From an optimization exercise on the open Yosys and OpenROAD flow, aimed at small area and a short achievable clock period; shortcuts taken in it are not production practice. The RTL was checked by simulation tests, not by an equivalence proof against the original design. Power figures rest on the tool's default switching activity, not on a simulated workload.

## job 101
Design stack_cpu, start of the top module:
module stack_cpu (
	input logic clk,
	input logic reset,
	input logic run,
	input logic load_valid,
	input logic [stack_cpu_pkg::IMEM_AW-1:0] load_addr,
	input stack_cpu_pkg::word_t load_data,
	output logic load_ready,
	output stack_cpu_pkg::word_t pc,
	output stack_cpu_pkg::word_t instr,
	output logic wb_valid,
	output stack_cpu_pkg::reg_idx_t wb_reg,
	output stack_cpu_pkg::word_t wb_data,
	output logic mem_write,
	output stack_cpu_pkg::word_t mem_addr,
	output stack_cpu_pkg::word_t mem_data
);
For scale: about 20000 cells after synthesis, roughly 110 I/O pins, roughly 340000 um2 of cells after synthesis.
==> flow/config.mk <==
export PLATFORM = sky130hd
export DESIGN_NAME = stack_cpu
export DESIGN_NICKNAME = stack_cpu
export VERILOG_FILES = /design/flow/design.v
export SDC_FILE = /design/flow/constraint.sdc
export NUM_CORES = 4
export LEC_CHECK = 0
export CAP_MARGIN = 20
export CORE_MARGIN = 2
export CORE_UTILIZATION = 50
export CTS_CLUSTER_DIAMETER = 60
export CTS_CLUSTER_SIZE = 30
export PLACE_DENSITY = 0.6
export SLEW_MARGIN = 20
export SYNTH_HIERARCHICAL = 1
export SYNTH_MINIMUM_KEEP_SIZE = 0
==> flow/constraint.sdc <==
create_clock -name core_clock -period 15.0 [get_ports {clk}]
set_input_delay 3.0000 -clock core_clock [delete_from_list [all_inputs] [get_ports {clk}]]
set_output_delay 3.0000 -clock core_clock [all_outputs]
set_load 0.01 [all_outputs]
standard.sh (not shown) runs the stock make flow with config.mk's settings and CLKGATE_MAP_FILE= SYNTH_SCRIPT=/design/flow/synth_recipe.tcl, a recipe that flattens the netlist after the stock synthesis.
==> flow/flow/run.sh <==
#!/bin/bash
# The standard layout, with timing repair aimed below the clock period so the
# achieved period keeps shrinking past the point where the standard margin stops.
set -euo pipefail
bash standard.sh SETUP_SLACK_MARGIN=8.5 finish > make_finish.log 2>&1
Changes in job 102 relative to job 101:
--- a/flow/design.v
+++ b/flow/design.v
@@ -64,57 +64,22 @@
 	input logic [15:0] a,
 	output logic [15:0] s
 );
 	assign s = a + 16'd2;
 endmodule
 module dec2_16 (
 	input logic [15:0] a,
 	output logic [15:0] s
 );
 	assign s = a - 16'd2;
 endmodule
-module alu_add_wb (
-	input logic [15:0] a,
-	input logic [15:0] b,
-	input logic cin,
-	input logic use_sum,
-	input logic [15:0] other,
-	output logic [15:0] s,
-	output logic [15:0] c,
-	output logic [15:0] wb
-);
-	logic [15:0] p0;
-	logic [15:0] g;
-	logic [15:0] p;
-	always_comb
-	begin
-		p0 = a ^ b;
-		g = a & b;
-		g[0] = g[0] | (p0[0] & cin);
-		p = p0;
-		for (int l = 0; l < 4; l++)
-		begin
-			for (int i = 15; i >= 1; i--)
-			begin
-				if (i >= (1 << l))
-				begin
-					g[i] = g[i] | (p[i] & g[i - (1 << l)]);
-					p[i] = p[i] & p[i - (1 << l)];
-				end
-			end
-		end
-		c = g;
-		s = p0 ^ {g[14:0], cin};
-		wb = use_sum ? s : other;
-	end
-endmodule
 module stack_cpu (
 	input logic clk,
 	input logic reset,
 	input logic run,
 	input logic load_valid,
 	input logic [stack_cpu_pkg::IMEM_AW-1:0] load_addr,
 	input stack_cpu_pkg::word_t load_data,
 	output logic load_ready,
 	output stack_cpu_pkg::word_t pc,
 	output stack_cpu_pkg::word_t instr,
 	output logic wb_valid,
@@ -199,28 +164,23 @@
 		else
 			pc_run0 = 16'd2;
 		pc_run = rst_q ? pc_run0 : pc_run_i;
 	end
 	stack_cpu_pkg::word_t sum_i;
 	stack_cpu_pkg::word_t sum_c;
 	stack_cpu_pkg::word_t neg0;
 	stack_cpu_pkg::word_t res_i;
 	stack_cpu_pkg::word_t res0;
 	stack_cpu_pkg::word_t alu_result;
 	logic alu_c, alu_v;
-	logic use_sum;
-	stack_cpu_pkg::word_t wb_other;
-	stack_cpu_pkg::word_t wb_sum;
-	assign use_sum = ~rst_q & (ir[15:12] == stack_cpu_pkg::OP_ALU) & ~ir[11];
-	alu_add_wb u_sum (.a(opa), .b(opb), .cin(neg_q), .use_sum(use_sum), .other(wb_other),
-		.s(sum_i), .c(sum_c), .wb(wb_sum));
+	pfx_add16 u_sum (.a(opa), .b(opb), .cin(neg_q), .s(sum_i), .c(sum_c));
 	assign neg0 = (~tos0) + 16'd1;
 	always_comb
 	begin
 		case (ir[11:10])
 			stack_cpu_pkg::ALU_ADD: res_i = sum_i;
 			stack_cpu_pkg::ALU_NEG: res_i = sum_i;
 			stack_cpu_pkg::ALU_OR:  res_i = opa | opb;
 			default:                res_i = ~opb;
 		endcase
 		case (ins0[11:10])
 			stack_cpu_pkg::ALU_NEG: res0 = neg0;
@@ -242,31 +202,26 @@
 	end
 	stack_cpu_pkg::word_t sp_dec;
 	stack_cpu_pkg::word_t sp_inc;
 	dec2_16 u_sp_dec (.a(sp), .s(sp_dec));
 	inc2_16 u_sp_inc (.a(sp), .s(sp_inc));
 	assign load_ready = ~run;
 	assign wb_valid = run & (is_pop | is_alu);
 	assign wb_reg = rd;
 	always_comb
 	begin
 		if (rst_q)
-			wb_other = (ins0[15:12] == stack_cpu_pkg::OP_ALU) ? res0 : tos0;
-		else if (ir[15:12] != stack_cpu_pkg::OP_ALU)
-			wb_other = opb;
-		else if (ir[10])
-			wb_other = ~opb;
+			wb_data = (ins0[15:12] == stack_cpu_pkg::OP_ALU) ? res0 : tos0;
 		else
-			wb_other = opa | opb;
+			wb_data = (ir[15:12] == stack_cpu_pkg::OP_ALU) ? res_i : opb;
 	end
-	assign wb_data = wb_sum;
 	assign mem_write = run & (is_push | is_call);
 	assign mem_addr = sp_dec;
 	assign mem_data = is_call ? pc_plus : opa;
 	stack_cpu_pkg::word_t imem_rd;
 	stack_cpu_pkg::word_t nos;
 	assign imem_rd = imem[pc_run[stack_cpu_pkg::IMEM_AW:1]];
 	assign nos = dmem[sp_inc[stack_cpu_pkg::DMEM_AW:1]];
 	stack_cpu_pkg::word_t ir_next;
 	logic [2:0] rd_next;
 	always_ff @(posedge clk or posedge reset)
 	begin
Results
Summary: with job 101 as the reference, average routed wire per standard cell in job 102 moved down slightly. From job 101 to job 102 the numbers moved as follows: global-route usage -0.47 points; multi-input combinational gate total picked up an extra 173. Critical path depth, job 102 and job 101: higher on job 102. In job 102 the synthesized instance count turned out about 0.55% higher than in job 101. When job 102 is measured against job 101, its worst voltage drop across the vdd grid turns out 43% lower. Setup slack in job 102 is smaller than in job 101. In job 102 relative to job 101, number of instances in the placed design had gone up slightly. Compare job 102 and job 101 | clock latency on the worst-skew pair lower: job 101. [compare] base=job 101 new=job 102: post-route total power now sits lower, maximum net fanout on the critical path went down 3, final critical path time including I/O delays and setup increased by 0.38 ns relative to the old numbers.

==> port drivers added, routing unchanged <==
No port has a modelled driver above. Below, the same layouts with a new extraction and two added sets of constraints.
Step 1 sets driving cells, clkbuf_16 on the clock port and buf_2 on the other inputs (assumed; they add their load-dependent delay and slew).
Step 2 also shifts input and output timing later by t, the mid clock arrival at the registers, as if the neighbouring blocks saw the same clock.
Three values: ideal ports, drivers, drivers and shift; two values: the first two.
| run | t, ns | setup WS [ns] | hold WS [ns] | slew at the worst register clock pin (ns) | cell pins on the clock port's net |
|---|---|---|---|---|---|
| job 101 | 1.276 | 8.208 / 8.064 / 7.375 | 0.510 / 0.510 / 0.510 | 0.11 / 0.11 | 1 |
| job 102 | 1.275 | 7.823 / 7.690 / 7.122 | 0.515 / 0.515 / 0.515 | 0.11 / 0.11 | 1 |
After both steps every run listed still meets setup and hold. For job 101, which loses most, drivers alone change the setup slack by -0.144 ns; drivers and shift together by -0.833 ns.
